From an optimization exercise on the open Yosys and OpenROAD flow, aimed at small area; shortcuts taken in it are not production practice.
Function was checked by simulation only, so behaviour that the tests miss may differ from the original.
Power is estimated from default activity; no workload was simulated.

==> flow/design.v <==
`timescale 1ns/1ps
`default_nettype none
package wr_in_pkg;
	localparam int ID_BITS  = 8;
	localparam int ADR_BITS = 64;
	localparam int LEN_BITS = 8;
	localparam int DATA_BITS      = 64;
	localparam int STRB_BITS      = DATA_BITS / 8;
	localparam int WORD_BITS      = 512;
	localparam int WORD_STRB_BITS = WORD_BITS / 8;
	localparam int BEATS_PER_WORD = WORD_BITS / DATA_BITS;
	localparam int CNT_BITS       = 3;
	localparam int              ADDR_MASK_BITS = 3;
	localparam logic [2:0]      SIZE_CODE      = 3'd3;
	localparam int ADR_REC_BITS   = 128;
	localparam int REC_FIELD_BITS = 16;
	localparam int REC_SIZE_LSB   = 112;
	localparam int REC_ID_LSB     = 96;
	localparam int REC_LEN_LSB    = 80;
	localparam int REC_SB_LSB     = 64;
	localparam int REC_ADR_LSB    = 0;
	localparam int DAT_REC_BITS = 2 + WORD_STRB_BITS + WORD_BITS;
	localparam int ID_DEPTH     = 8;
	localparam int ID_PTR_BITS  = $clog2(ID_DEPTH);
	localparam logic [1:0] RESP_OKAY = 2'b00;
endpackage
`default_nettype wire
`timescale 1ns/1ps
`default_nettype none
module wr_id_fifo (
	input  logic S_CLK,
	input  logic S_RESET_N,
	input  logic                          q_push,
	input  logic [wr_in_pkg::ID_BITS-1:0] q_push_id,
	input  logic                          q_pop,
	output logic                          q_full,
	output logic [wr_in_pkg::ID_BITS-1:0] q_pop_id,
	output logic                          q_empty
);
	logic [wr_in_pkg::ID_BITS-1:0]     mem [wr_in_pkg::ID_DEPTH];
	logic [wr_in_pkg::ID_PTR_BITS-1:0] wr_ptr;
	logic [wr_in_pkg::ID_PTR_BITS-1:0] rd_ptr;
	logic [wr_in_pkg::ID_PTR_BITS:0]   count;
	logic                   do_push;
	logic                   do_pop;
	assign q_full  = (count == (wr_in_pkg::ID_PTR_BITS + 1)'(wr_in_pkg::ID_DEPTH));
	assign q_empty = (count == '0);
	assign do_push = q_push & ~q_full;
	assign do_pop  = q_pop & ~q_empty;
	assign q_pop_id = mem[rd_ptr];
	always_ff @(posedge S_CLK) begin
		if (do_push) begin
			mem[wr_ptr] <= q_push_id;
		end
	end
	always_ff @(posedge S_CLK or negedge S_RESET_N) begin
		if (!S_RESET_N) begin
			wr_ptr <= '0;
			rd_ptr <= '0;
			count  <= '0;
		end else begin
			if (do_push) begin
				wr_ptr <= wr_ptr + 1'b1;
			end
			if (do_pop) begin
				rd_ptr <= rd_ptr + 1'b1;
			end
			case ({do_push, do_pop})
				2'b10:   count <= count + 1'b1;
				2'b01:   count <= count - 1'b1;
				default: count <= count;
			endcase
		end
	end
endmodule
`default_nettype wire
`timescale 1ns/1ps
`default_nettype none
module wr_addr_stage (
	input  logic                          S_CLK,
	input  logic                          S_RESET_N,
	input  logic [wr_in_pkg::ID_BITS-1:0]  awid,
	input  logic [wr_in_pkg::ADR_BITS-1:0] awaddr,
	input  logic [wr_in_pkg::LEN_BITS-1:0] awlen,
	input  logic                          awvalid,
	output logic                          awready,
	input  logic                          adr_fifo_full,
	output logic                          adr_fifo_wren,
	output logic [wr_in_pkg::ADR_REC_BITS-1:0] adr_fifo_wdata,
	output logic                          q_push,
	output logic [wr_in_pkg::ID_BITS-1:0]  q_push_id,
	input  logic                          q_full
);
	logic                accept;
	logic [wr_in_pkg::ADR_BITS-1:0] addr_aligned;
	always_ff @(posedge S_CLK or negedge S_RESET_N) begin
		if (!S_RESET_N) begin
			awready <= 1'b0;
		end else if (awvalid && !awready && !adr_fifo_full && !q_full) begin
			awready <= 1'b1;
		end else begin
			awready <= 1'b0;
		end
	end
	assign accept = awvalid & awready;
	assign adr_fifo_wren = accept;
	assign q_push        = accept;
	assign q_push_id     = awid;
	assign addr_aligned = {awaddr[wr_in_pkg::ADR_BITS-1:wr_in_pkg::ADDR_MASK_BITS], {wr_in_pkg::ADDR_MASK_BITS{1'b0}}};
	assign adr_fifo_wdata[wr_in_pkg::REC_SIZE_LSB +: wr_in_pkg::REC_FIELD_BITS] = wr_in_pkg::REC_FIELD_BITS'(wr_in_pkg::SIZE_CODE);
	assign adr_fifo_wdata[wr_in_pkg::REC_ID_LSB   +: wr_in_pkg::REC_FIELD_BITS] = wr_in_pkg::REC_FIELD_BITS'(awid);
	assign adr_fifo_wdata[wr_in_pkg::REC_LEN_LSB  +: wr_in_pkg::REC_FIELD_BITS] = wr_in_pkg::REC_FIELD_BITS'(awlen);
	assign adr_fifo_wdata[wr_in_pkg::REC_SB_LSB   +: wr_in_pkg::REC_FIELD_BITS] = '0;
	assign adr_fifo_wdata[wr_in_pkg::REC_ADR_LSB  +: wr_in_pkg::ADR_BITS]       = addr_aligned;
endmodule
`default_nettype wire
`timescale 1ns/1ps
`default_nettype none
module wr_data_pack (
	input  logic                                S_CLK,
	input  logic                                S_RESET_N,
	input  logic [wr_in_pkg::DATA_BITS-1:0]     wdata,
	input  logic [wr_in_pkg::STRB_BITS-1:0]     wstrb,
	input  logic                                wlast,
	input  logic                                wvalid,
	output logic                                wready,
	input  logic                                dat_fifo_full,
	output logic                                dat_fifo_wren,
	output logic [wr_in_pkg::DAT_REC_BITS-1:0]  dat_fifo_wdata,
	input  logic                                burst_open,
	input  logic                                resp_free,
	output logic                                last_taken
);
	logic [wr_in_pkg::CNT_BITS-1:0]       cnt;
	logic                      word_end;
	logic                      beat;
	logic [wr_in_pkg::WORD_BITS-1:0]      data_hold;
	logic [wr_in_pkg::WORD_STRB_BITS-1:0] strb_hold;
	logic [wr_in_pkg::WORD_BITS-1:0]      data_next;
	logic [wr_in_pkg::WORD_STRB_BITS-1:0] strb_next;
	assign word_end = (cnt == wr_in_pkg::CNT_BITS'(wr_in_pkg::BEATS_PER_WORD - 1));
	always_comb begin
		wready = burst_open;
		if (word_end || wlast) begin
			wready = wready & ~dat_fifo_full;
		end
		if (wlast) begin
			wready = wready & resp_free;
		end
	end
	assign beat       = wvalid & wready;
	assign last_taken = beat & wlast;
	always_ff @(posedge S_CLK or negedge S_RESET_N) begin
		if (!S_RESET_N) begin
			cnt <= '0;
		end else if (beat) begin
			if (wlast || word_end) begin
				cnt <= '0;
			end else begin
				cnt <= cnt + 1'b1;
			end
		end
	end
	always_comb begin
		if (cnt == '0) begin
			data_next = '0;
			strb_next = '0;
		end else begin
			data_next = data_hold;
			strb_next = strb_hold;
		end
		data_next[cnt * wr_in_pkg::DATA_BITS +: wr_in_pkg::DATA_BITS] = wdata;
		strb_next[cnt * wr_in_pkg::STRB_BITS +: wr_in_pkg::STRB_BITS] = wstrb;
	end
	always_ff @(posedge S_CLK) begin
		if (beat) begin
			data_hold <= data_next;
			strb_hold <= strb_next;
		end
	end
	assign dat_fifo_wren  = beat & (wlast | word_end);
	assign dat_fifo_wdata = {1'b0, wlast, strb_next, data_next};
endmodule
`default_nettype wire
`timescale 1ns/1ps
`default_nettype none
module wr_resp_stage (
	input  logic                          S_CLK,
	input  logic                          S_RESET_N,
	output logic [wr_in_pkg::ID_BITS-1:0] bid,
	output logic [1:0]                    bresp,
	output logic                          bvalid,
	input  logic                          bready,
	input  logic                          last_taken,
	output logic                          burst_open,
	output logic                          resp_free,
	output logic                          q_pop,
	input  logic [wr_in_pkg::ID_BITS-1:0] q_pop_id,
	input  logic                          q_empty
);
	assign q_pop = last_taken;
	always_ff @(posedge S_CLK or negedge S_RESET_N) begin
		if (!S_RESET_N) begin
			bvalid <= 1'b0;
			bid    <= '0;
		end else if (bvalid && bready) begin
			bvalid <= 1'b0;
			bid    <= '0;
		end else if (last_taken) begin
			bvalid <= 1'b1;
			bid    <= q_pop_id;
		end
	end
	assign bresp = wr_in_pkg::RESP_OKAY;
	assign burst_open = ~q_empty;
	assign resp_free  = ~bvalid;
endmodule
`default_nettype wire
`timescale 1ns/1ps
`default_nettype none
module wr_in_top (
	input  logic                                S_CLK,
	input  logic                                S_RESET_N,
	input  logic [wr_in_pkg::ID_BITS-1:0]       awid,
	input  logic [wr_in_pkg::ADR_BITS-1:0]      awaddr,
	input  logic [wr_in_pkg::LEN_BITS-1:0]      awlen,
	input  logic                                awvalid,
	output logic                                awready,
	input  logic [wr_in_pkg::DATA_BITS-1:0]     wdata,
	input  logic [wr_in_pkg::STRB_BITS-1:0]     wstrb,
	input  logic                                wlast,
	input  logic                                wvalid,
	output logic                                wready,
	output logic [wr_in_pkg::ID_BITS-1:0]       bid,
	output logic [1:0]                          bresp,
	output logic                                bvalid,
	input  logic                                bready,
	input  logic                                adr_fifo_full,
	output logic                                adr_fifo_wren,
	output logic [wr_in_pkg::ADR_REC_BITS-1:0]  adr_fifo_wdata,
	input  logic                                dat_fifo_full,
	output logic                                dat_fifo_wren,
	output logic [wr_in_pkg::DAT_REC_BITS-1:0]  dat_fifo_wdata
);
	logic last_taken;
	logic burst_open;
	logic resp_free;
	logic                      q_push;
	logic [wr_in_pkg::ID_BITS-1:0] q_push_id;
	logic                      q_full;
	logic                      q_pop;
	logic [wr_in_pkg::ID_BITS-1:0] q_pop_id;
	logic                      q_empty;
	wr_id_fifo u_id_fifo (
		.S_CLK     (S_CLK),
		.S_RESET_N (S_RESET_N),
		.q_push    (q_push),
		.q_push_id (q_push_id),
		.q_pop     (q_pop),
		.q_full    (q_full),
		.q_pop_id  (q_pop_id),
		.q_empty   (q_empty)
	);
	wr_addr_stage u_addr (
		.S_CLK          (S_CLK),
		.S_RESET_N      (S_RESET_N),
		.awid           (awid),
		.awaddr         (awaddr),
		.awlen          (awlen),
		.awvalid        (awvalid),
		.awready        (awready),
		.adr_fifo_full  (adr_fifo_full),
		.adr_fifo_wren  (adr_fifo_wren),
		.adr_fifo_wdata (adr_fifo_wdata),
		.q_push         (q_push),
		.q_push_id      (q_push_id),
		.q_full         (q_full)
	);
	wr_data_pack u_data (
		.S_CLK          (S_CLK),
		.S_RESET_N      (S_RESET_N),
		.wdata          (wdata),
		.wstrb          (wstrb),
		.wlast          (wlast),
		.wvalid         (wvalid),
		.wready         (wready),
		.dat_fifo_full  (dat_fifo_full),
		.dat_fifo_wren  (dat_fifo_wren),
		.dat_fifo_wdata (dat_fifo_wdata),
		.burst_open     (burst_open),
		.resp_free      (resp_free),
		.last_taken     (last_taken)
	);
	wr_resp_stage u_resp (
		.S_CLK      (S_CLK),
		.S_RESET_N  (S_RESET_N),
		.bid        (bid),
		.bresp      (bresp),
		.bvalid     (bvalid),
		.bready     (bready),
		.last_taken (last_taken),
		.burst_open (burst_open),
		.resp_free  (resp_free),
		.q_pop      (q_pop),
		.q_pop_id   (q_pop_id),
		.q_empty    (q_empty)
	);
endmodule
`default_nettype wire
==> flow/run.sh <==
#!/bin/bash
# synth_recipe.tcl (not shown) runs the flow's synth.tcl, then flattens the netlist and writes it again
# the make line also repeats each setting of config.mk as NAME=value (left out here)
make -C /OpenROAD-flow-scripts/flow DESIGN_CONFIG=/design/flow/config.mk WORK_HOME=/design/flow/orfs CLKGATE_MAP_FILE= SYNTH_SCRIPT=/design/flow/synth_recipe.tcl finish
==> flow/config.mk <==
export PLATFORM = sky130hd
export DESIGN_NAME = wr_in_top
export DESIGN_NICKNAME = wr_in_top
export VERILOG_FILES = /design/flow/design.v
export SDC_FILE = /design/flow/constraint.sdc
export NUM_CORES = 4
export LEC_CHECK = 0
export CAP_MARGIN = 20
export CORE_MARGIN = 2
export CORE_UTILIZATION = 40
export SLEW_MARGIN = 20
==> flow/constraint.sdc <==
create_clock -name core_clock -period 7.0 [get_ports {S_CLK}]
set_input_delay 1.4000 -clock core_clock [delete_from_list [all_inputs] [get_ports {S_CLK}]]
set_output_delay 1.4000 -clock core_clock [all_outputs]
set_load 0.01 [all_outputs]
==> results.txt <==
=================================================================================
Total length of routed wires                                               106 mm
Detailed router's first-iteration violation count                           2,115
Slew at the pin with the worst max-slew slack                             1150 ps
Worst-Skew Late Latency                                                    630 ps
Number of buffers created by CTS                                               74
Power density relative to cell area                                   613 nW/um^2
Count of hold buffers inserted by post-cts repair                               0
Data arrival time at the worst-slack endpoint                             4760 ps
Number of post-CTS setup repair buffers                                         0
H-Tree Level Count                                                              3
Antenna violations before repair                                               25
Area added between synthesis and finish                                     33.0%
Register area share after synthesis                                         0.690
Cell-by-cell trace of the critical path                              inv_1 > ha_1 > ha_1 > inv_2 > ha_4 > nor2b_1 > and3_1 > a22o_1 > clkdlybuf4s50_1
Starting density of the core                                                0.403
Area of the core                                                     71,200 sq um
Worst slew margin relative to its limit                                     0.230
Crit path buffers/inverters                                                     3
Worst-path maximum fanout                                                      58
Avg Synthesized Cell Area                                              15.7 sq um
Crit-path slowest cell                                               sky130_fd_sc_hd__ha_4
Filler instances                                                            5,797
Clock Skew                                                                20.7 ps
Share of cells above drive strength 1                                      0.0857
Post-synthesis sequential element count                                       663
Number of optimization iterations in the first detailed-route pass              7
Max-cap viol count                                                              0
Area fraction of the dominant cell type after synthesis                     0.670
Cell Count, Final, Fillers Out                                              3,397
Top-level port count                                                          881
Die X-Extent                                                               272 um
Worst path top cell family by delay                                   adder cells
Count of unresolved DRC violations after routing                                0
Last weighted congestion value of the routability-driven placer             0.827
PortBufs                                                                      685
Result of the run                                                    finished clean
Die ar.                                                              73,800 sq um
Global-route wire length before repair                                     149 mm
Most Frequent Cell on Critical Path                                  sky130_fd_sc_hd__ha_1
Async set or reset register ratio after synthesis                          0.0347
Worst slack at placement                                                  1450 ps
Sum of overflow across all layers after global routing                          0
Final #Nets                                                                 2,553
Number of global-route vias before repair                                  19,800
Hpwl dp                                                                   70.0 mm
Critical path launch point type                                          register
Yosys Warn Count                                                                4
Final WS setup                                                             844 ps
Clock tree from TritonCTS                                                    done
Setup violation total in the final timing report                                0
GRT Overall Usage                                                           0.275
Max Clock Freq                                                            162 MHz
Clock transition at the registers of the reported paths                     60 ps
Biggest area contributors in the synthesized netlist                 sky130_fd_sc_hd__edfxtp_1, sky130_fd_sc_hd__a22o_1, sky130_fd_sc_hd__buf_4
Maximum ir drop on the vdd rail                                        0.000360 V
Sink Count                                                                    663
Remaining antenna violation count after routing                                 0
Cell area after placement                                            35,700 sq um
Clock tree buffer depth                                                         3
Critical Path End Type                                                 output pin
Cell area after technology mapping                                   28,700 sq um
Type of the worst min-delay path                                     register to register
Cell with the most instances after synthesis                         sky130_fd_sc_hd__edfxtp_1
Maximum number of pins on one net before global-route repair                  166
Class of the most critical setup path                                register to output pin
Distinct cell type count of the synthesized netlist                            46
Cell count after placement                                                  3,255
Post-route cell area                                                 38,100 sq um
Tcrit/Tclk final                                                            0.879
Number of vias per cell after detailed routing                               5.97
Tightest hold margin                                                       521 ps
Max-slew violations                                                             0
Standard-cell rows                                                             98
Commonest register cell after synthesis                              sky130_fd_sc_hd__edfxtp_1
Mapped Cells                                                                1,823
Count of flip-flops with a built-in enable after synthesis                    640
Cell taking the most area after synthesis                            sky130_fd_sc_hd__edfxtp_1
Clock root buffer                                                    sky130_fd_sc_hd__clkbuf_16
Final hold violation count                                                      0
Time the final worst path needs with I/O delays and setup                 6160 ps
Post-detailed-route wirelength per cell                                   31.1 um
Ranking of synthesized cells by instance count                       sky130_fd_sc_hd__edfxtp_1, sky130_fd_sc_hd__a22o_1, sky130_fd_sc_hd__buf_4
Required time at the endpoint of the critical path                        5600 ps
Leakage Power                                                             13.6 nW
Vias post-DR                                                               20,300
Worst path max stage delay                                                 890 ps
Number of gates given a new drive strength after cts                            0
Unrepaired setup endpoints after global routing                             false
Die Y-Extent                                                               272 um
=================================================================================
## cells by family after synthesis
logic type	synth area share
DFF	0.690
buffers and inverters	0.0609
and+or+nand+nor	0.0397
other	0.000262
adders and majority gates	0.00550
muxes	0.0141
xor gates and xnor gates	0.00183
AOI/OAI and AO/OA	0.188
## power breakdown
| part | leakage [nW] | switching, mW | internal, mW | total (mW) |
|---|---|---|---|---|
| Combinational | 5.94 | 7.37 | 5.34 | 12.7 |
| Clock | 1.16 | 1.65 | 2.22 | 3.88 |
| Sequential | 6.48 | 0.440 | 6.34 | 6.79 |
## layout make-up
type	instances	area, sq um	share of cell area
clock inverter	45	414	0.0109
multi-input combinational	903	7460	0.196
antenna	7	17.5	0.000459
timing repair buffer	725	7250	0.190
inverter	14	56.3	0.00148
sequential	663	19800	0.519
tap	950	1190	0.0312
clock buffer	90	1950	0.0512
## worst paths after layout
path | from | end | slack [ps] | depth (start not counted)
setup / recovery | u_data.cnt[0]$_DFFE_PN0N_ | dat_fifo_wdata[87] | 840 | 9
hold / removal | u_resp.bid[0]$_DFFE_PN0P_ | u_resp.bid[0]$_DFFE_PN0P_ | 520 | 1
hold reg to reg | u_resp.bid[0]$_DFFE_PN0P_ | u_resp.bid[0]$_DFFE_PN0P_ | 520 | 1
min in group asynchronous | S_RESET_N | u_resp.bid[7]$_DFFE_PN0P_ | 1170 | 2
setup reg to reg | u_data.cnt[0]$_DFFE_PN0N_ | u_data.data_hold[179]$_DFFE_PN_ | 2620 | 9
max in group asynchronous | S_RESET_N | u_data.cnt[0]$_DFFE_PN0N_ | 5520 | 2
## registers in the layout (all words and copies together) (netlist names)
signal	cells
u_data.data_hold	512
u_data.strb_hold	64
u_id_fifo.mem	64
u_resp.bid	8
u_id_fifo.count	4
u_data.cnt	3
u_id_fifo.rd_ptr	3
u_id_fifo.wr_ptr	3
u_addr.awready	1
u_resp.bvalid	1
## layer usage
layer	vias up	GRT usage	part of all wire
li1	8426	-	-
met1	10400	0.337	0.38
met5	-	0	0.0016
met2	1204	0.441	0.47
met4	26	0.113	0.042
met3	213	0.0996	0.11
## per-stage QoR
stage	power, mW	util	TNS [ps]
5_1_grt	24.2	0.535	0
2_1_floorplan	12.7	-	-2175300
4_1_cts	23.4	0.535	0
3_5_place_dp	19.5	0.502	0
6_report	23.4	0.535	0
3_3_place_gp	19.4	0.502	0
## worst register-to-register path: stages, from the launching register on
cell	delay [ps]
sky130_fd_sc_hd__dfrtp_4	500
sky130_fd_sc_hd__buf_4	400
sky130_fd_sc_hd__ha_1	370
sky130_fd_sc_hd__ha_1	190
sky130_fd_sc_hd__or2_2	350
sky130_fd_sc_hd__a21oi_2	200
sky130_fd_sc_hd__nand2_2	170
sky130_fd_sc_hd__clkinvlp_4	430
sky130_fd_sc_hd__buf_12	600
sky130_fd_sc_hd__buf_4	810
## cells in the final DEF (no fill, tap or decap), types with 16 or more instances in the layout
cell and n:
sky130_fd_sc_hd__a32o_1 72, sky130_fd_sc_hd__nor2_1 19, sky130_fd_sc_hd__nand2_1 34, sky130_fd_sc_hd__a22o_1 472, sky130_fd_sc_hd__dfrtp_1 21, sky130_fd_sc_hd__nor2b_1 47
sky130_fd_sc_hd__edfxtp_1 640, sky130_fd_sc_hd__o2bb2ai_1 24, sky130_fd_sc_hd__clkbuf_16 75, sky130_fd_sc_hd__conb_1 54, sky130_fd_sc_hd__buf_4 32, sky130_fd_sc_hd__clkdlybuf4s50_1 685
sky130_fd_sc_hd__mux4_2 16, sky130_fd_sc_hd__and3_1 46, sky130_fd_sc_hd__nand2b_1 22

what the ideal ports hide:
The flow's constraints put no driver on any port. The routed layout listed below was extracted and timed again, unchanged, in two steps. Step 1, drivers: a clkbuf_16 drives S_CLK and a buf_2 each remaining input, both assumed. Step 2, shift: input delay + t, output delay - t, t = (earliest + latest rising clock arrival at the registers) / 2. This alone moves slack from input paths to output paths. a / b / c = ideal ports / drivers / drivers and shift; a / b = the first two.
shift t [ns]: 0.679
setup slack, ns: 0.844 / 0.777 / 1.456
hold WS [ns]: 0.521 / 0.521 / 0.521
worst register clock-pin slew, ns: 0.06 / 0.06
After both steps setup and hold are still met in this run. For this run, drivers alone change the setup slack by -0.067 ns; drivers and shift together by +0.612 ns.
